Background: an optimization exercise with open tools, aiming at small area, a short achievable clock period and few clock cycles per item. Do not read the settings as production practice.
At most, simulation tests tie the RTL to the original design; equivalence was not proved.

==> v2: inputs <==
## axi4_lite_regfile
module axi4_lite_regfile #(
  parameter int ADDRESS_WIDTH = 32,
  parameter int DATA_WIDTH    = 32,
  parameter int DATA_DEPTH    = 32,
  parameter logic [ADDRESS_WIDTH-1:0] BASE_ADDR = '0
) (
  input  logic                       ACLK,
  input  logic                       ARESET,
  input  logic [ADDRESS_WIDTH-1:0]   S_AXI_AWADDR,
  input  logic                       S_AXI_AWVALID,
  output logic                       S_AXI_AWREADY,
  input  logic [DATA_WIDTH-1:0]      S_AXI_WDATA,
  input  logic [DATA_WIDTH/8-1:0]    S_AXI_WSTRB,
  input  logic                       S_AXI_WVALID,
  output logic                       S_AXI_WREADY,
  output logic [1:0]                 S_AXI_BRESP,
  output logic                       S_AXI_BVALID,
  input  logic                       S_AXI_BREADY,
  input  logic [ADDRESS_WIDTH-1:0]   S_AXI_ARADDR,
  input  logic                       S_AXI_ARVALID,
  output logic                       S_AXI_ARREADY,
  output logic [DATA_WIDTH-1:0]      S_AXI_RDATA,
  output logic [1:0]                 S_AXI_RRESP,
  output logic                       S_AXI_RVALID,
  input  logic                       S_AXI_RREADY
);
==> flow/config.mk <==
export PLATFORM = sky130hd
export DESIGN_NAME = axi4_lite_regfile
export DESIGN_NICKNAME = axi4_lite_regfile
export VERILOG_FILES = /design/flow/design.v
export SDC_FILE = /design/flow/constraint.sdc
export NUM_CORES = 4
export LEC_CHECK = 0
export ABC_CLOCK_PERIOD_IN_PS = 2500
export CAP_MARGIN = 20
export CORE_MARGIN = 2
export CORE_UTILIZATION = 40
export CTS_CLUSTER_DIAMETER = 100
export CTS_CLUSTER_SIZE = 30
export SETUP_SLACK_MARGIN = 2.7
export SLEW_MARGIN = 20
==> flow/constraint.sdc <==
create_clock -name core_clock -period 5.0 [get_ports {ACLK}]
set_input_delay 1.0000 -clock core_clock [delete_from_list [all_inputs] [get_ports {ACLK}]]
set_output_delay 1.0000 -clock core_clock [all_outputs]
set_load 0.01 [all_outputs]
run.sh (not shown) runs the stock make flow with config.mk's settings and CLKGATE_MAP_FILE= SYNTH_SCRIPT=/design/flow/synth_recipe.tcl, a recipe that flattens the netlist after the stock synthesis.
==> v39: changes against v2 <==
--- a/flow/design.v
+++ b/flow/design.v
@@ -180,64 +180,89 @@
       r_bvalid   <= w_bh_v;
       r_bok      <= w_bh_ok;
       r_b1_valid <= w_b1_v;
       r_b1_ok    <= w_b1_ok;
     end
   end
   assign S_AXI_BVALID = r_bvalid;
   assign S_AXI_BRESP  = r_bok ? RESP_OKAY : RESP_SLVERR;
-  logic                  r_arready;
-  logic                  r_s_v, r_s_ok;
-  logic [IDX_W-1:0]      r_s_idx;
-  logic                  r_rvalid;
+  logic              r_arready;
+  logic              r_q0_v, r_q0_ok, r_q1_v, r_q1_ok;
+  logic [IDX_W-1:0]  r_q1_idx;
+  logic [DATA_DEPTH-1:0] r_q0_sel;    
+  logic              r_rvalid;
   logic [DATA_WIDTH-1:0] r_rdata;
-  logic                  r_rok;
-  logic                  w_ar_hs, w_out_free, w_load;
-  logic                  w_src_ok;
-  logic [IDX_W-1:0]      w_src_idx;
-  logic                  w_s_v;
+  logic              r_rok;
+  logic              w_ar_hs, w_out_free, w_load;
+  logic              w_ar_ok;
+  logic [IDX_W-1:0]  w_ar_idx;
+  logic              w_q0_v, w_q1_v;
   assign w_ar_hs    = S_AXI_ARVALID && r_arready;
+  assign w_ar_ok    = addr_in_range(S_AXI_ARADDR);
+  assign w_ar_idx   = addr_index(S_AXI_ARADDR);
   assign w_out_free = !r_rvalid || S_AXI_RREADY;
-  assign w_load     = w_out_free && (r_s_v || w_ar_hs);
-  assign w_src_ok   = r_s_v ? r_s_ok  : addr_in_range(S_AXI_ARADDR);
-  assign w_src_idx  = r_s_v ? r_s_idx : addr_index(S_AXI_ARADDR);
-  logic [DATA_DEPTH-1:0] w_rd_sel;
+  assign w_load     = w_out_free && r_q0_v;
   logic [DATA_WIDTH-1:0] w_rd_word;
   always_comb begin
     w_rd_word = '0;
-    for (int i = 0; i < DATA_DEPTH; i++) begin
-      w_rd_sel[i] = w_src_ok && (w_src_idx == IDX_W'(i));
-      w_rd_word   = w_rd_word | ({DATA_WIDTH{w_rd_sel[i]}} & r_mem[i]);
-    end
-  end
-  assign w_s_v = w_out_free ? (r_s_v && w_ar_hs) : (r_s_v || w_ar_hs);
+    for (int i = 0; i < DATA_DEPTH; i++)
+      w_rd_word = w_rd_word | ({DATA_WIDTH{r_q0_sel[i]}} & r_mem[i]);
+  end
+  always_comb begin
+    w_q0_v = r_q0_v;
+    w_q1_v = r_q1_v;
+    if (w_load) begin
+      w_q0_v = r_q1_v;
+      w_q1_v = 1'b0;
+    end
+    if (w_ar_hs) begin
+      if (!w_q0_v) w_q0_v = 1'b1;
+      else         w_q1_v = 1'b1;
+    end
+  end
   always_ff @(posedge ACLK or posedge ARESET) begin
     if (ARESET) begin
       r_arready <= 1'b0;
-      r_s_v     <= 1'b0;
-      r_s_ok    <= 1'b0;
-      r_s_idx   <= '0;
-    end else begin
-      r_arready <= !w_s_v;
-      r_s_v     <= w_s_v;
-      if (w_ar_hs) begin
-        r_s_ok  <= addr_in_range(S_AXI_ARADDR);
-        r_s_idx <= addr_index(S_AXI_ARADDR);
+      r_q0_v    <= 1'b0;
+      r_q0_ok   <= 1'b0;
+      r_q0_sel  <= '0;
+      r_q1_v    <= 1'b0;
+      r_q1_ok   <= 1'b0;
+      r_q1_idx  <= '0;
+    end else begin
+      r_arready <= !w_q1_v;
+      r_q0_v    <= w_q0_v;
+      r_q1_v    <= w_q1_v;
+      if (w_load) begin
+        if (r_q1_v) begin
+          r_q0_ok  <= r_q1_ok;
+          r_q0_sel <= word_onehot(r_q1_ok, r_q1_idx);
+        end else begin
+          r_q0_ok  <= w_ar_ok;
+          r_q0_sel <= word_onehot(w_ar_ok, w_ar_idx);
+        end
+      end else if (!r_q0_v) begin
+        r_q0_ok  <= w_ar_ok;
+        r_q0_sel <= word_onehot(w_ar_ok, w_ar_idx);
+      end
+      if (w_ar_hs && (r_q1_v || (r_q0_v && !w_load))) begin
+        r_q1_ok  <= w_ar_ok;
+        r_q1_idx <= w_ar_idx;
       end
     end
   end
   always_ff @(posedge ACLK or posedge ARESET) begin
     if (ARESET) begin
       r_rvalid <= 1'b0;
       r_rdata  <= '0;
       r_rok    <= 1'b0;
     end else if (w_out_free) begin
-      r_rvalid <= w_load;
+      r_rvalid <= r_q0_v;
       r_rdata  <= w_rd_word;
-      r_rok    <= w_src_ok;
+      r_rok    <= r_q0_ok;
     end
   end
   assign S_AXI_ARREADY = r_arready;
   assign S_AXI_RVALID  = r_rvalid;
   assign S_AXI_RDATA   = r_rdata;
   assign S_AXI_RRESP   = r_rok ? RESP_OKAY : RESP_SLVERR;
 endmodule
CTS_CLUSTER_DIAMETER = default   (was 100)
CTS_CLUSTER_SIZE = default   (was 30)
SETUP_SLACK_MARGIN = 3.2   (was 2.7)
==> summary of the runs <==
In v39 the area after synthesis is larger than in v2, by 0.88%. Between v2 and v39, the lower first-iteration DRC count is in v39 (gap 6.9%, measured against v39). Between v2 and v39, the lower die area is in v2 (gap about 0.9%, measured against v39). Of v2 and v39, v2 has the higher sequential share of layout area (gap 2.8 points). Core utilization: v39 is higher than v2 (4.2 points).
Testbench counts of v39, summed over its fixed seeds: cycles 4,345, items 8,000.
For v2, only the layout was checked, not whether the RTL still works.

[what the ideal ports hide]
The results above use ideal ports. As a check the final layouts listed here were re-extracted and re-timed, cells and wires unchanged. Step 1: set_driving_cell puts a clkbuf_16 on ACLK and a buf_2 on each other input, an assumption about the parent block. Step 2 moves the port delays by t, midway between the first and last clock arrival at a register: inputs arrive t later, outputs are due t later. That takes back most of the time a late clock gives input paths. Three values: ideal ports, drivers, drivers and shift; two values: the first two.
run	t, ns	setup WS [ns]	slew at the worst register clock pin (ns)
v2	0.734	2.108 / 2.137 / 1.419	0.12 / 0.12
v39	0.810	2.565 / 2.492 / 2.310	0.06 / 0.06
After both steps every run listed still meets setup and hold. The setup slack of v2, which loses most, moves by +0.029 ns with the drivers and by -0.689 ns with both steps.
